What follows belongs to an exercise in optimizing a design on an open flow for small area; a production flow would make more cautious choices.
No activity file was given, so power comes from the tool's default toggle rates.

==> flow/design.v <==
`default_nettype none
package alu_types_pkg;
	typedef logic [32-1:0] word_t;
	typedef logic [2*32-1:0] dword_t;
	typedef enum logic [3:0] {
		OP_AND  = 4'd0,
		OP_OR   = 4'd1,
		OP_NEG  = 4'd2,
		OP_NOT  = 4'd3,
		OP_ADD  = 4'd4,
		OP_SUB  = 4'd5,
		OP_MUL  = 4'd6,
		OP_DIV  = 4'd7,
		OP_SHR  = 4'd8,
		OP_SHRA = 4'd9,
		OP_SHL  = 4'd10,
		OP_ROR  = 4'd11,
		OP_ROL  = 4'd12
	} alu_op_t;
	typedef struct packed {
		alu_op_t op;
		word_t   y;
		word_t   b;
	} operand_s;
endpackage
`default_nettype wire
`default_nettype none
package alu_ctrl_pkg;
	typedef enum logic [1:0] {
		DIV_IDLE,
		DIV_PREP,
		DIV_ITER,
		DIV_FIX
	} div_state_t;
	typedef struct packed {
		logic [32-1:0] hi;
		logic [32-1:0] lo;
	} result_s;
endpackage
`default_nettype wire
`timescale 1ns/1ps
`default_nettype none
module alu_datapath (
	input  wire        clock,
	input  wire        rst_n,
	input  wire [31:0] bus,
	input  wire        y_in,
	input  wire        start,
	input  wire [3:0]  op,
	output wire [31:0] z_hi,
	output wire [31:0] z_lo,
	output reg         done,
	output wire        busy
);
	localparam [2:0] PH_IDLE = 3'd0;
	localparam [2:0] PH_PRE  = 3'd1;
	localparam [2:0] PH_MAIN = 3'd2;
	localparam [2:0] PH_FIX1 = 3'd3;
	localparam [2:0] PH_FIX2 = 3'd4;
	localparam [2:0] PH_POST = 3'd5;
	localparam [2:0] PH_ZL   = 3'd6;
	localparam [2:0] PH_SH   = 3'd7;
	reg [31:0] y_q;
	reg [63:0] z_q;
	reg [2:0]  ph;
	reg [4:0]  cnt;
	reg [3:0]  op_q;
	reg [32:0] a;
	reg [31:0] q;
	reg [31:0] m;
	reg        c;
	reg        ys;
	assign z_hi = z_q[63:32];
	assign z_lo = z_q[31:0];
	assign busy = (ph != PH_IDLE);
	wire take = start & (ph == PH_IDLE);
	wire o_and  = (op_q == 4'd0);
	wire o_or   = (op_q == 4'd1);
	wire o_neg  = (op_q == 4'd2);
	wire o_not  = (op_q == 4'd3);
	wire o_add  = (op_q == 4'd4);
	wire o_sub  = (op_q == 4'd5);
	wire o_mul  = (op_q == 4'd6);
	wire o_div  = (op_q == 4'd7);
	wire o_shr  = (op_q == 4'd8);
	wire o_shra = (op_q == 4'd9);
	wire o_shl  = (op_q == 4'd10);
	wire o_ror  = (op_q == 4'd11);
	wire o_rol  = (op_q == 4'd12);
	wire i_mul   = (op == 4'd6);
	wire i_div   = (op == 4'd7);
	wire i_shift = op[3] & (~op[2] | (~op[1] & ~op[0]));
	wire p_pre  = (ph == PH_PRE);
	wire p_main = (ph == PH_MAIN);
	wire p_fix1 = (ph == PH_FIX1);
	wire p_fix2 = (ph == PH_FIX2);
	wire p_post = (ph == PH_POST);
	wire p_zl   = (ph == PH_ZL);
	wire p_sh   = (ph == PH_SH);
	wire cnt0 = (cnt == 5'd0);
	wire zload = p_zl | (p_sh & cnt0);
	reg en, inv, cin;
	wire nz = |a[31:0];
	always @* begin
		en = 1'b0;
		inv = 1'b0;
		cin = 1'b0;
		if (p_main & o_mul) begin
			en = q[0];
			inv = cnt0 & q[0];
			cin = inv;
		end else if (p_main) begin
			en = 1'b1;
			inv = ~a[32] ^ m[31];
			cin = inv;
		end else if (p_pre & o_div) begin
			inv = q[31];
		end else if (p_pre) begin
			en = cnt[0] & (o_and | o_or | o_add | o_sub);
		end else if (p_fix1) begin
			en = a[32];
			inv = m[31];
			cin = inv;
		end else if (p_fix2) begin
			en = ys & nz;
			inv = ~m[31];
			cin = inv;
		end
	end
	localparam integer SK0 = 8;
	localparam integer SK1 = 18;
	wire [31:0] bop = (m & {32{en}}) ^ {32{inv}};
	wire [31:0] s;
	wire [32:0] cy;
	wire [32:0] cr;
	assign cy[0] = cin;
	genvar gi;
	generate
		for (gi = 0; gi < 32; gi = gi + 1) begin : g_add
			assign s[gi] = a[gi] ^ bop[gi] ^ cy[gi];
			assign cr[gi+1] = (a[gi] & bop[gi]) | (a[gi] & cy[gi]) | (bop[gi] & cy[gi]);
			if (gi + 1 == SK1) begin : g_skip
				assign cy[gi+1] = (&(a[SK1-1:SK0] ^ bop[SK1-1:SK0])) ? cy[SK0] : cr[gi+1];
			end else begin : g_rip
				assign cy[gi+1] = cr[gi+1];
			end
		end
	endgenerate
	wire s32 = (a[31] & bop[31]) | (a[31] & s[31]) | (bop[31] & s[31]);
	wire a0g = a[0] & ~o_div;
	wire iq  = o_neg | o_not | (o_div & ys);
	wire sx  = q[0] ^ iq;
	wire sy  = a0g ^ o_sub;
	wire ssum = sx ^ sy ^ c;
	wire scar = (sx & sy) | (sx & c) | (sy & c);
	wire sel_mul = p_main;
	wire sel_sra = p_sh & o_shra;
	wire sel_and = (p_post & (o_and | (op_q[3] & op_q[2] & (op_q[1] | op_q[0])))) | (p_sh & o_shr);
	wire sel_or  = (p_post & o_or) | (p_sh & o_ror) | p_pre | p_fix2;
	wire f = sel_mul ? s[0] :
	         sel_sra ? q[31] :
	         sel_and ? (q[0] & a0g) :
	         sel_or  ? (q[0] | a0g) : ssum;
	wire lfill = p_main ? ~s[31] : ((p_sh & o_shl) ? 1'b0 : q[31]);
	wire q_r = (p_main & o_mul) | p_post | p_fix2 | (p_pre & cnt[0]) | (p_sh & (o_shr | o_shra | o_ror));
	wire q_l = (p_main & o_div) | p_fix1 | (p_pre & ~cnt[0]) | (p_sh & (o_shl | o_rol));
	wire a_r = (p_main & o_mul) | (p_post & ~o_div);
	wire a_l = (p_main & o_div & ~cnt0) | (p_pre & o_div);
	wire a_u = ~a_r & ~a_l;
	wire a_sr = ~take & a_r;
	wire a_sl = ~take & a_l;
	wire a_su = ~take & a_u;
	wire q_ld = take;
	wire q_sr = ~take & q_r;
	wire q_sl = ~take & q_l;
	wire [32:0] a_rsrc = {s32, s32 & o_mul, s[31:1]};
	wire [32:0] a_lsrc = {s[31:0], q[31]};
	wire [32:0] a_nxt = ({33{a_sr}} & a_rsrc) | ({33{a_sl}} & a_lsrc) | ({33{a_su}} & {s[31], s});
	wire [31:0] q_nxt = ({32{q_ld}} & y_q) | ({32{q_sr}} & {f, q[31:1]}) | ({32{q_sl}} & {q[30:0], lfill});
	always @(posedge clock) begin
		a <= a_nxt;
		q <= q_nxt;
		if (take) begin
			m <= bus;
			op_q <= op;
		end
	end
	wire nq_c = m[31] | (ys & ~q[0]);
	always @(posedge clock) begin
		if (p_pre & ~cnt[0])
			c <= o_sub | o_neg;
		else if (p_fix2)
			c <= nq_c ^ (ys & nz);
		else
			c <= scar;
		if (p_pre)
			ys <= q[31];
		else if (p_fix2)
			ys <= nq_c;
	end
	always @(posedge clock or negedge rst_n) begin
		if (!rst_n) begin
			ph <= PH_IDLE;
		end else begin
			case (ph)
				PH_IDLE: if (start) ph <= i_shift ? PH_SH : (i_mul ? PH_MAIN : PH_PRE);
				PH_PRE:  if (cnt0) ph <= o_div ? PH_MAIN : PH_POST;
				PH_MAIN: if (cnt0) ph <= o_div ? PH_FIX1 : PH_ZL;
				PH_FIX1: ph <= PH_FIX2;
				PH_FIX2: ph <= PH_POST;
				PH_POST: if (cnt0) ph <= PH_ZL;
				PH_ZL:   ph <= PH_IDLE;
				default: if (cnt0) ph <= PH_IDLE;
			endcase
		end
	end
	always @(posedge clock) begin
		if (take)
			cnt <= i_shift ? bus[4:0] : (i_mul ? 5'd31 : (i_div ? 5'd0 : 5'd1));
		else if (~(p_fix1 | p_fix2))
			cnt <= cnt - 5'd1;
	end
	always @(posedge clock or negedge rst_n) begin
		if (!rst_n)
			y_q <= 32'd0;
		else if (y_in)
			y_q <= bus;
	end
	always @(posedge clock or negedge rst_n) begin
		if (!rst_n) begin
			z_q <= 64'd0;
			done <= 1'b0;
		end else begin
			done <= zload;
			if (zload)
				z_q <= {a[31:0], q};
		end
	end
endmodule
`default_nettype wire
Settings: LEC_CHECK=0, CAP_MARGIN=20, CORE_MARGIN=2, CORE_UTILIZATION=40, SLEW_MARGIN=20; clock period 13.0 ns.
run.sh (not shown) runs the stock make flow with config.mk's settings and CLKGATE_MAP_FILE= SYNTH_SCRIPT=/design/flow/synth_recipe.tcl, a recipe that flattens the netlist after the stock synthesis.
The first run completed, yet does not pass: negative setup slack.
Then changed:
--- a/flow/design.v
+++ b/flow/design.v
@@ -125,30 +125,21 @@
 			en = ys & nz;
 			inv = ~m[31];
 			cin = inv;
 		end
 	end
-	localparam integer SK0 = 8;
-	localparam integer SK1 = 18;
-	wire [31:0] bop = (m & {32{en}}) ^ {32{inv}};
-	wire [31:0] s;
-	wire [32:0] cy;
-	wire [32:0] cr;
+	wire [32:0] bop = ({m[31], m} & {33{en}}) ^ {33{inv}};
+	wire [32:0] s;
+	wire [33:0] cy;
 	assign cy[0] = cin;
 	genvar gi;
 	generate
-		for (gi = 0; gi < 32; gi = gi + 1) begin : g_add
+		for (gi = 0; gi < 33; gi = gi + 1) begin : g_add
 			assign s[gi] = a[gi] ^ bop[gi] ^ cy[gi];
-			assign cr[gi+1] = (a[gi] & bop[gi]) | (a[gi] & cy[gi]) | (bop[gi] & cy[gi]);
-			if (gi + 1 == SK1) begin : g_skip
-				assign cy[gi+1] = (&(a[SK1-1:SK0] ^ bop[SK1-1:SK0])) ? cy[SK0] : cr[gi+1];
-			end else begin : g_rip
-				assign cy[gi+1] = cr[gi+1];
-			end
+			assign cy[gi+1] = (a[gi] & bop[gi]) | (a[gi] & cy[gi]) | (bop[gi] & cy[gi]);
 		end
 	endgenerate
-	wire s32 = (a[31] & bop[31]) | (a[31] & s[31]) | (bop[31] & s[31]);
 	wire a0g = a[0] & ~o_div;
 	wire iq  = o_neg | o_not | (o_div & ys);
 	wire sx  = q[0] ^ iq;
 	wire sy  = a0g ^ o_sub;
 	wire ssum = sx ^ sy ^ c;
@@ -159,32 +150,35 @@
 	wire sel_or  = (p_post & o_or) | (p_sh & o_ror) | p_pre | p_fix2;
 	wire f = sel_mul ? s[0] :
 	         sel_sra ? q[31] :
 	         sel_and ? (q[0] & a0g) :
 	         sel_or  ? (q[0] | a0g) : ssum;
-	wire lfill = p_main ? ~s[31] : ((p_sh & o_shl) ? 1'b0 : q[31]);
+	wire lfill = p_main ? ~s[32] : ((p_sh & o_shl) ? 1'b0 : q[31]);
 	wire q_r = (p_main & o_mul) | p_post | p_fix2 | (p_pre & cnt[0]) | (p_sh & (o_shr | o_shra | o_ror));
 	wire q_l = (p_main & o_div) | p_fix1 | (p_pre & ~cnt[0]) | (p_sh & (o_shl | o_rol));
 	wire a_r = (p_main & o_mul) | (p_post & ~o_div);
 	wire a_l = (p_main & o_div & ~cnt0) | (p_pre & o_div);
 	wire a_u = ~a_r & ~a_l;
-	wire a_sr = ~take & a_r;
-	wire a_sl = ~take & a_l;
-	wire a_su = ~take & a_u;
-	wire q_ld = take;
-	wire q_sr = ~take & q_r;
-	wire q_sl = ~take & q_l;
-	wire [32:0] a_rsrc = {s32, s32 & o_mul, s[31:1]};
-	wire [32:0] a_lsrc = {s[31:0], q[31]};
-	wire [32:0] a_nxt = ({33{a_sr}} & a_rsrc) | ({33{a_sl}} & a_lsrc) | ({33{a_su}} & {s[31], s});
-	wire [31:0] q_nxt = ({32{q_ld}} & y_q) | ({32{q_sr}} & {f, q[31:1]}) | ({32{q_sl}} & {q[30:0], lfill});
 	always @(posedge clock) begin
-		a <= a_nxt;
-		q <= q_nxt;
 		if (take) begin
+			a <= 33'd0;
+			q <= y_q;
 			m <= bus;
 			op_q <= op;
+		end else begin
+			if (a_r)
+				a <= {s[32], s[32] & o_mul, s[31:1]};
+			else if (a_l)
+				a <= {s[31:0], q[31]};
+			else
+				a <= s;
+			if (q_r)
+				q <= {f, q[31:1]};
+			else if (q_l)
+				q <= {q[30:0], lfill};
+			else
+				q <= 32'd0;
 		end
 	end
 	wire nq_c = m[31] | (ys & ~q[0]);
 	always @(posedge clock) begin
 		if (p_pre & ~cnt[0])
Result: The new run completed, yet does not pass: negative setup slack; combinational power came out higher by well over a third; maximum frequency came out higher slightly; total power came out higher by a quarter to a third; clock-buffer cell count came out higher by 3; design area came out higher slightly; sequential share of layout area came out lower by 0.12 points; worst setup slack improved by 200 ps; global-route usage came out higher by 0.20 points; synthesized cell count came out higher by a few percent; clock skew stays flat; non-clock buffer count came out higher by 13; via count came out higher slightly; routed wire length came out higher slightly; critical path depth came out higher by 1.
No run of this note included a check of the RTL's function; only the layout flow was run.

## re-timing with driven ports
The flow's constraints put no driver on any port. The routed layouts listed below were extracted and timed again, unchanged, in two steps.
Step 1: set_driving_cell puts a clkbuf_16 on clock and a buf_2 on each other input, an assumption about the parent block.
Step 2 adds t to the input delays and takes it off the output delays; t is the mean of the earliest and latest rising clock arrival at the registers after step 1. Input paths then give back, and output paths get back, about the clock's delay inside the block.
Three values: ideal, step 1, step 2; two values: the first two.
run | t, ns | setup slack, ns | hold slack, ns | worst setup path at the end | pins driven straight from the clock port
the first run | 0.560 | -1.389 / -1.389 / -1.389 | 0.488 / 0.488 / 0.488 | register to register | 1
the second run | 0.555 | -1.187 / -1.187 / -1.187 | 0.473 / 0.473 / 0.473 | register to register | 1
